What follows belongs to an exercise in optimizing a design on an open flow for small area; a production flow would make more cautious choices. The RTL was checked by simulation tests, not by an equivalence proof against the original design. No activity file was given, so power comes from the tool's default toggle rates.

File: design/flow/run.sh
#!/bin/bash
# synth_recipe.tcl (not shown) runs the flow's synth.tcl, then flattens the netlist and writes it again
# the make line also repeats each setting of config.mk as NAME=value (left out here)
make -C /OpenROAD-flow-scripts/flow DESIGN_CONFIG=/design/flow/config.mk WORK_HOME=/design/flow/orfs CLKGATE_MAP_FILE= SYNTH_SCRIPT=/design/flow/synth_recipe.tcl finish
File: design/flow/config.mk
export PLATFORM = sky130hd
export DESIGN_NAME = sdu_probe_dump_top
export DESIGN_NICKNAME = sdu_probe_dump_top
export VERILOG_FILES = /design/flow/design.v
export SDC_FILE = /design/flow/constraint.sdc
export NUM_CORES = 4
export LEC_CHECK = 0
export ABC_AREA = 1
export CAP_MARGIN = 20
export CORE_MARGIN = 2
export CORE_UTILIZATION = 65
export PLACE_DENSITY = 0.75
export SLEW_MARGIN = 20
File: design/flow/constraint.sdc
create_clock -name core_clock -period 4.0 [get_ports {clk}]
set_input_delay 0.8000 -clock core_clock [delete_from_list [all_inputs] [get_ports {clk}]]
set_output_delay 0.8000 -clock core_clock [all_outputs]
set_load 0.01 [all_outputs]
File: design/flow/design.v
package sdu_pkg;
    typedef enum logic [2:0] {
        IDLE, IDX, COLON, DATA, CR, LF, NEXT, FIN
    } state_t;
    localparam logic [7:0] ASC_COLON = 8'h3A;
    localparam logic [7:0] ASC_CR    = 8'h0D;
    localparam logic [7:0] ASC_LF    = 8'h0A;
    localparam logic [7:0] ASC_BANG  = 8'h21;
    function automatic logic [7:0] hex2asc(input logic [3:0] nib);
        hex2asc = (nib < 4'd10) ? (8'h30 + {4'h0, nib}) : (8'h37 + {4'h0, nib});
    endfunction
    function automatic int imax(input int a, input int b);
        imax = (a > b) ? a : b;
    endfunction
endpackage
module sdu_hex_ser
#(
    parameter int SW = 32,
    parameter int CW = 4
) (
    input  logic          clk,
    input  logic          rst,
    input  logic          load,
    input  logic [SW-1:0] word,
    input  logic [CW-1:0] ndig,
    input  logic          ready,
    output logic [7:0]    data,
    output logic          valid,
    output logic          last
);
    logic [SW-1:0] sh;
    logic [CW-1:0] cnt;
    always_ff @(posedge clk or posedge rst) begin
        if (rst) begin
            sh  <= '0;
            cnt <= '0;
        end else if (load) begin
            sh  <= word;
            cnt <= ndig;
        end else if (valid && ready) begin
            sh  <= sh << 4;
            cnt <= cnt - 1'b1;
        end
    end
    assign valid = (cnt != '0);
    assign last  = (cnt == CW'(1));
    assign data  = sdu_pkg::hex2asc(sh[SW-1 -: 4]);
endmodule
module sdu_probe_dump
#(
    parameter int NCH  = 24,
    parameter int DW   = 32
) (
    input  logic                clk,
    input  logic                rst,
    input  logic                start,
    input  logic                mode,
    input  logic [4:0]          ch_sel,
    input  logic [NCH*DW-1:0]   probe,
    output logic [7:0]          tx_data,
    output logic                tx_valid,
    input  logic                tx_ready,
    output logic                busy,
    output logic                done,
    output logic                err
);
    localparam logic [2:0] S_IDLE  = 3'd0;
    localparam logic [2:0] S_IDX   = 3'd1;
    localparam logic [2:0] S_COLON = 3'd2;
    localparam logic [2:0] S_DATA  = 3'd3;
    localparam logic [2:0] S_CR    = 3'd4;
    localparam logic [2:0] S_LF    = 3'd5;
    localparam logic [2:0] S_FIN   = 3'd6;
    logic [2:0]        state;
    logic [4:0]        c;        
    logic [2:0]        k;        
    logic              mode_r, bad_r;
    logic              ph;       
    logic [NCH*DW-1:0] snap;
    logic       idle, idle_n, bad_in, accept;
    logic [3:0] nib, dnib;
    logic [3:0] hexv;
    assign idle     = (state == S_IDLE);
    assign accept   = idle && start;
    assign idle_n   = (state == S_FIN) || (idle && !start);
    assign bad_in   = !mode && (ch_sel >= 5'd24);
    assign busy     = (state != S_IDLE) && (state != S_FIN);
    assign done     = (state == S_FIN);
    assign tx_valid = busy;
    logic ld, ld_n;
    always_ff @(posedge clk or posedge rst) begin
        if (rst) begin
            ld   <= 1'b1;
            ld_n <= 1'b0;
        end else begin
            ld   <= idle_n;
            ld_n <= ~idle_n;
        end
    end
    always_ff @(posedge clk) begin
        snap <= ~((snap | {(NCH*DW){ld}}) & (probe | {(NCH*DW){ld_n}}));
        ph   <= ld | ~ph;
    end
    logic [7:0]      ksel;
    logic [NCH-1:0]  csel;
    logic [3:0]      m1 [NCH];
    always_comb begin
        for (int n = 0; n < 8; n++) ksel[n] = (~k == 3'(n));
        for (int ch = 0; ch < NCH; ch++) csel[ch] = (c == 5'(ch));
        for (int ch = 0; ch < NCH; ch++) begin
            m1[ch] = '0;
            for (int n = 0; n < 8; n++)
                m1[ch] = m1[ch] | (snap[ch*DW + n*4 +: 4] & {4{ksel[n]}});
        end
        nib = '0;
        for (int ch = 0; ch < NCH; ch++) nib = nib | (m1[ch] & {4{csel[ch]}});
    end
    assign dnib = nib ^ {4{ph}};
    always_comb begin
        case (state)
            S_IDX:   hexv = k[0] ? c[3:0] : {3'b000, c[4]};
            default: hexv = dnib;
        endcase
    end
    always_comb begin
        case (state)
            S_COLON: tx_data = bad_r ? 8'h21 : 8'h3A;
            S_CR:    tx_data = 8'h0D;
            S_LF:    tx_data = 8'h0A;
            default: tx_data = (hexv < 4'd10) ? (8'h30 + {4'h0, hexv}) : (8'h37 + {4'h0, hexv});
        endcase
    end
    always_ff @(posedge clk or posedge rst) begin
        if (rst) begin
            state  <= S_IDLE;
            c      <= '0;
            k      <= '0;
            mode_r <= 1'b0;
            bad_r  <= 1'b0;
            err    <= 1'b0;
        end else begin
            case (state)
                S_IDLE: begin
                    k <= '0;
                    if (start) begin
                        mode_r <= mode;
                        bad_r  <= bad_in;
                        err    <= 1'b0;
                        c      <= mode ? 5'd0 : ch_sel;
                        state  <= bad_in ? S_COLON : S_IDX;
                    end
                end
                S_IDX: if (tx_ready) begin
                    k <= k[0] ? 3'd0 : 3'd1;
                    if (k[0]) state <= S_COLON;
                end
                S_COLON: if (tx_ready) begin
                    if (bad_r) begin
                        err   <= 1'b1;
                        state <= S_CR;
                    end else begin
                        state <= S_DATA;
                    end
                end
                S_DATA: if (tx_ready) begin
                    k <= k + 3'd1;
                    if (k == 3'd7) state <= S_CR;
                end
                S_CR: if (tx_ready) state <= S_LF;
                S_LF: if (tx_ready) begin
                    if (mode_r && (c != 5'd23)) begin
                        c     <= c + 5'd1;
                        state <= S_IDX;
                    end else begin
                        state <= S_FIN;
                    end
                end
                default: state <= S_IDLE;
            endcase
        end
    end
endmodule
module sdu_probe_dump_top (
    input  logic          clk,
    input  logic          rst,
    input  logic          start,
    input  logic          mode,
    input  logic [4:0]    ch_sel,
    input  logic [767:0]  probe,
    output logic [7:0]    tx_data,
    output logic          tx_valid,
    input  logic          tx_ready,
    output logic          busy,
    output logic          done,
    output logic          err
);
    sdu_probe_dump #(.NCH(24), .DW(32)) u_dump (
        .clk      (clk),
        .rst      (rst),
        .start    (start),
        .mode     (mode),
        .ch_sel   (ch_sel),
        .probe    (probe),
        .tx_data  (tx_data),
        .tx_valid (tx_valid),
        .tx_ready (tx_ready),
        .busy     (busy),
        .done     (done),
        .err      (err)
    );
endmodule
==> qor.txt, run 1 <==
Result of the run - did not finish
Stage at which the flow ended - 3_2_place_iop
First error line in the log - [ERROR PPL-0024] Number of IO pins (790) exceeds maximum number of available positions (778). Increase the die perimeter from 866.42um to 1074.40um.
Net count after synthesis - 4465
Ys async rst share - 2.04%
Number of distinct standard cells referenced by the synthesized netlist - 35
Number of enable-type register cells in the synthesized netlist - 0
Post-synthesis cell area - 29400 um2
Overall die height - 217 um
Portion of synthesized cell area occupied by the leading cell type - 52.4%
Die Width - 217 um
Most area-hungry cell type in the Yosys netlist - sky130_fd_sc_hd__dfxtp_1
Most frequent cells after synthesis - 990 x sky130_fd_sc_hd__nand2_1, 770 x sky130_fd_sc_hd__o22ai_1, 769 x sky130_fd_sc_hd__dfxtp_1, 307 x sky130_fd_sc_hd__nor2_1, 281 x sky130_fd_sc_hd__nand3_1
Proportion of synthesized chip area in sequential cells - 53.8%
Library cell with the highest instance count after synthesis - sky130_fd_sc_hd__nand2_1
Initial Utilization - 66.2%
Register bit total from synthesis - 785
Primary flip-flop cell chosen by synthesis mapping - sky130_fd_sc_hd__dfxtp_1
Number of standard-cell rows in the floorplan - 77
Synthesized instance count - 3675
Mean instance size in the synthesized netlist - 7.99 um2
Yosys warns - 2
Area contributors post-synth - sky130_fd_sc_hd__dfxtp_1 52%, sky130_fd_sc_hd__o22ai_1 16%, sky130_fd_sc_hd__nand2_1 13%, sky130_fd_sc_hd__nand3_1 4.8%, sky130_fd_sc_hd__nor2_1 3.9%
[logic make-up after synthesis]
family	Yosys count	synth area share, %
simple gates	1623	22.3
buf+inv	420	5.86
flops	785	53.8
other cells	1	0.0128
fa+ha+maj	12	0.511
compound gates	834	17.6
==> run 2, diff against run 1 <==
--- a/design/flow/design.v
+++ b/design/flow/design.v
@@ -105,14 +105,19 @@
     logic [NCH-1:0]  csel;
     logic [3:0]      m1 [NCH];
+    logic [3:0]      pr [NCH][4];
+    logic [3:0]      q2 [NCH/2];
     always_comb begin
         for (int n = 0; n < 8; n++) ksel[n] = (~k == 3'(n));
         for (int ch = 0; ch < NCH; ch++) csel[ch] = (c == 5'(ch));
         for (int ch = 0; ch < NCH; ch++) begin
-            m1[ch] = '0;
-            for (int n = 0; n < 8; n++)
-                m1[ch] = m1[ch] | (snap[ch*DW + n*4 +: 4] & {4{ksel[n]}});
-        end
+            for (int j = 0; j < 4; j++)
+                pr[ch][j] = ~((snap[ch*DW + (2*j)*4 +: 4] & {4{ksel[2*j]}}) |
+                              (snap[ch*DW + (2*j+1)*4 +: 4] & {4{ksel[2*j+1]}}));
+            m1[ch] = ~(pr[ch][0] & pr[ch][1] & pr[ch][2] & pr[ch][3]);
+        end
+        for (int j = 0; j < NCH/2; j++)
+            q2[j] = ~((m1[2*j] & {4{csel[2*j]}}) | (m1[2*j+1] & {4{csel[2*j+1]}}));
         nib = '0;
-        for (int ch = 0; ch < NCH; ch++) nib = nib | (m1[ch] & {4{csel[ch]}});
+        for (int j = 0; j < NCH/2; j++) nib = nib | ~q2[j];
     end
     assign dnib = nib ^ {4{ph}};
--- a/design/flow/config.mk
+++ b/design/flow/config.mk
@@ -8,6 +8,6 @@
 export ABC_AREA = 1
 export CAP_MARGIN = 20
-export CORE_MARGIN = 2
-export CORE_UTILIZATION = 65
-export PLACE_DENSITY = 0.75
+export CORE_AREA = 2 2 298 258
+export DIE_AREA = 0 0 300 260
+export PLACE_DENSITY = 0.6
 export SLEW_MARGIN = 20
==> qor.txt, run 2 <==
Final worst-path cycle share - 115%
Vias after detailed routing - 30500
Layout cell share with drive strength beyond 1 - 12.7%
Registers with the most flip-flops - u_dump.snap (768), u_dump.c (5)
CTS Buf Count - 82
GRT overflow - 0
Areal power density over the cells - 837 nW/um2
Setup CP Type - flip-flop to output pin
Average wire per standard cell - 24.1 um
Number of flip-flops under the largest register name - 768
Final Hold Viols - 0
Register bit total from synthesis - 785 (unchanged)
Blocking Checks - setup timing
Final wirelength - 135000 um
Primary flip-flop cell chosen by synthesis mapping - sky130_fd_sc_hd__dfxtp_1 (unchanged)
Area contributors post-synth - sky130_fd_sc_hd__dfxtp_1 53%, sky130_fd_sc_hd__o22ai_1 16%, sky130_fd_sc_hd__nand2_1 13%, sky130_fd_sc_hd__nand3_1 4.1%, sky130_fd_sc_hd__nor2_1 3.4% (was sky130_fd_sc_hd__dfxtp_1 52%, sky130_fd_sc_hd__o22ai_1 16%, sky130_fd_sc_hd__nand2_1 13%, sky130_fd_sc_hd__nand3_1 4.8%, sky130_fd_sc_hd__nor2_1 3.9%)
CP endpoint - tx_data[3]
Die outline area - 78000 um2
Clock Tree Buf Depth - 3
Worst-skew pair later-pin latency - 660 ps
Max Transition Viols Final - 0
TritonCTS clock tree - done
Library cell with the highest instance count after synthesis - sky130_fd_sc_hd__nand2_1 (unchanged)
Maximum fanout along the worst path - 5
Setup slack of the worst register-to-register path - 1820 ps
Leakage power - 18.6 nW
Post-synthesis mux area share - 0% (unchanged)
Main combinational cell family by area after synthesis - simple AND/OR/NAND/NOR gates (unchanged)
Initial antenna violation count - 38
Number of standard-cell rows in the floorplan - 93 (was 77)
Critical Path Start - u_dump.k[0]
Port Buffers - 788
Ratio of routed vias to standard cells - 5.44
Count of antenna-violating nets left after detailed routing - 0
Worst clock skew on the final layout - 26.2 ps
Largest net degree at the start of global routing - 190
Tightest Pin Transition - 952 ps
Simple-gate share of the synthesized area - 21.8% (was 22.3%)
Launch point of the worst reg-to-reg path - u_dump.c[0]
Count of max-cap constraint violations - 0
Overall fraction of global-route tracks in use - 32.6%
Total I/O pin count - 790
Post-synthesis cell area - 29300 um2 (was 29400 um2)
Number of global-route vias before repair - 29100
Worst slew margin - 36.5%
Number of enable-type register cells in the synthesized netlist - 0 (unchanged)
Die Width - 300 um (was 217 um)
Final Critical Period - 4590 ps
Most common library cell in the layout ignoring fill and taps - sky130_fd_sc_hd__nand2_1
Worst reg2reg endpoint - u_dump.c[2]
Depth of the worst register-to-register path - 12
Worst slack after detailed placement - -759 ps
Number of distinct standard cells referenced by the synthesized netlist - 36 (was 35)
Slowest stage cell, crit path - sky130_fd_sc_hd__dfrtp_2
Quantity of hold-fixing buffers added after cts - 0
Fraction of synthesized cell area in xor and xnor cells - 0.0299% (was 0%)
Most area-hungry cell type in the Yosys netlist - sky130_fd_sc_hd__dfxtp_1 (unchanged)
Yosys warns - 4 (was 2)
Arrival time of data at the critical path endpoint - 3790 ps
Result of the run - finished with violations (was did not finish)
Setup repair after global routing missed its margin - true
Compound-cell area share of the yosys netlist - 17.7% (was 17.6%)
CP endpoint kind - output pin
Ys async rst share - 2.04% (unchanged)
Overall die height - 260 um (was 217 um)
Routability Congestion - 0.906
1st-iter DRT viols - 2626
Total negative slack - -3750 ps
Initial Utilization - 39.2% (was 66.2%)
Worst Hold Path Cells - 1
Total iterations of the first detailed-routing run - 6
Most frequent cells after synthesis - 1038 x sky130_fd_sc_hd__nand2_1, 769 x sky130_fd_sc_hd__dfxtp_1, 769 x sky130_fd_sc_hd__o22ai_1, 264 x sky130_fd_sc_hd__nor2_1, 238 x sky130_fd_sc_hd__nand3_1 (was 990 x sky130_fd_sc_hd__nand2_1, 770 x sky130_fd_sc_hd__o22ai_1, 769 x sky130_fd_sc_hd__dfxtp_1, 307 x sky130_fd_sc_hd__nor2_1, 281 x sky130_fd_sc_hd__nand3_1)
Adder-cell share of the synthesized area - 0.513% (was 0.511%)
Net count of the finished layout - 5297
Max stage delay on crit path - 470 ps
Area grow syn2layout - 49.6%
Crit path launch type - flip-flop
DRC errors left - 0
Core footprint - 74700 um2
Commonest cells after routing, fill and taps aside - 964 x sky130_fd_sc_hd__nand2_1, 781 x sky130_fd_sc_hd__clkdlybuf4s50_1, 769 x sky130_fd_sc_hd__o22ai_1, 769 x sky130_fd_sc_hd__dfxtp_1, 222 x sky130_fd_sc_hd__nor2_1
Hold WS - 442 ps
Post-layout worst setup margin - -589 ps
Net count after synthesis - 4433 (was 4465)
Clock tree root buffer cell - sky130_fd_sc_hd__clkbuf_16
Proportion of synthesized chip area in sequential cells - 54.0% (was 53.8%)
Synthesized instance count - 3643 (was 3675)
Mean instance size in the synthesized netlist - 8.04 um2 (was 7.99 um2)
Worst hold-check path type - flip-flop to flip-flop
Wire length of the first global-routing pass - 189000 um
Peak supply drop - 0.381 mV
Clock input transition at the sequential cells of the worst setup and hold paths - 60 ps
Critical Path RT - 3200 ps
Cell-by-cell listing of the critical path - buf_6 -> ha_4 -> inv_2 -> nor2_4 -> buf_12 -> buf_12 -> buf_4 -> nand2_1 -> nand2_1 -> inv_1 -> nand3_1 -> nand2_1 -> nand4_1 -> nor2_4 -> nand2_2 -> nand2_2 -> nand3_2 -> nand2_1 -> nand2_2 -> nand2_4 -> nand2_2 -> o21ai_2 -> buf_6
H-tree depth reported by CTS - 3
Final setup viols - 7
DPL Wire Length - 98000 um
Portion of synthesized cell area occupied by the leading cell type - 52.6% (was 52.4%)
Clock sink count - 785
Largest reg by FF count - u_dump.snap
Achievable clock frequency - 0.218 GHz
==> run 2: how the worst min path moves through the flow <==
stage / end / slack (ps) / start
after floorplan: u_dump.snap[0] / 420 / u_dump.snap[0]
after global placement: u_dump.snap[737] / 430 / u_dump.snap[737]
after detailed placement: u_dump.snap[35] / 440 / u_dump.snap[35]
after CTS: u_dump.snap[97] / 440 / u_dump.snap[97]
after global routing: u_dump.snap[726] / 450 / u_dump.snap[726]
final: u_dump.snap[650] / 440 / u_dump.snap[650]
==> run 2: kinds of logic (layout without fill, tap and decap cells) <==
| kind of cell | Yosys count | count (layout) |
|---|---|---|
| other | 1 | 35 |
| buffers and inverters | 418 | 1346 |
| XOR/XNOR | 1 | 1 |
| AO/OA/AOI/OAI | 837 | 837 |
| AND/OR/NAND/NOR | 1589 | 1589 |
| adder cells (fa/ha/maj) | 12 | 12 |
| flip-flops | 785 | 785 |
==> run 2: routing by layer <==
layer	vias up	routed length (um)	track usage [%]
li1	14400	-	-
met2	1282	63900	53.7
met5	-	92	0
met3	237	10000	5.84
met4	14	4450	12.2
met1	14500	56800	42.6
==> run 2: cell type report <==
cell class,count,area (um2)
Antenna cell,34,85.1
Clock buffer,122,2410
Clock inverter,26,399
Fill cell,6824,30900
Inverter,151,586
Multi-Input combinational cell,2440,12400
Sequential cell,785,15800
Tap cell,997,1250
Timing Repair Buffer,1047,10900
==> run 2: metrics by stage <==
step	utilization [%]	cell area (um2)	power, W	instances
6_report	58.6	43800	0.0367	5602
5_1_grt	58.6	43800	0.0386	5595
4_1_cts	57.1	42700	0.0357	5526
3_5_place_dp	52.9	39500	0.0275	5372
3_3_place_gp	52.9	39500	0.0273	5372
2_1_floorplan	-	29300	0.0219	3643
==> run 2: worst max-delay path, delay by kind of cell, from the launching register on <==
family / cells / cell delay, ps
flops: 1 / 470
compound gates: 1 / 160
buf+inv: 7 / 840
simple gates: 14 / 1480
fa+ha+maj: 1 / 170
==> run 2: report_power, final <==
group | switching (W) | total, W | leakage (nW) | internal (W)
clock network | 0.00336 | 0.00802 | 1.38 | 0.00466
registers | 0.00284 | 0.0151 | 6.68 | 0.0123
logic | 0.00735 | 0.0135 | 10.6 | 0.00616
==> run 2: timing repair <==
item                                    in CTS  in global routing
gates cloned                                 2                 11
endpoints found under the setup margin       7                  7
endpoints found under the hold margin        0                  0
pin swaps                                   39                 96
buffers inserted                             5                 32
gates resized for setup                    128                133

## port drivers added, routing unchanged
How much do the figures lean on ideal ports? The routed layout below was timed once more, with nothing changed but the port constraints. Step 1: set_driving_cell puts a clkbuf_16 on clk and a buf_2 on each other input, an assumption about the parent block. Step 2 adds t to the input delays and takes it off the output delays; t is the mean of the earliest and latest rising clock arrival at the registers after step 1. Input paths then give back, and output paths get back, about the clock's delay inside the block. Slacks: ideal ports / drivers / drivers and shift; pairs: ideal ports / drivers.
run: run 2
shift t [ns]: 0.707
setup WS [ns]: -0.589 / -0.657 / 0.050
worst hold slack (ns): 0.442 / 0.442 / 0.442
worst setup path after step 2: register to output
pins driven straight from the clock port: 1
The setup slack of run 2 moves by -0.068 ns with the drivers and by +0.639 ns with both steps.
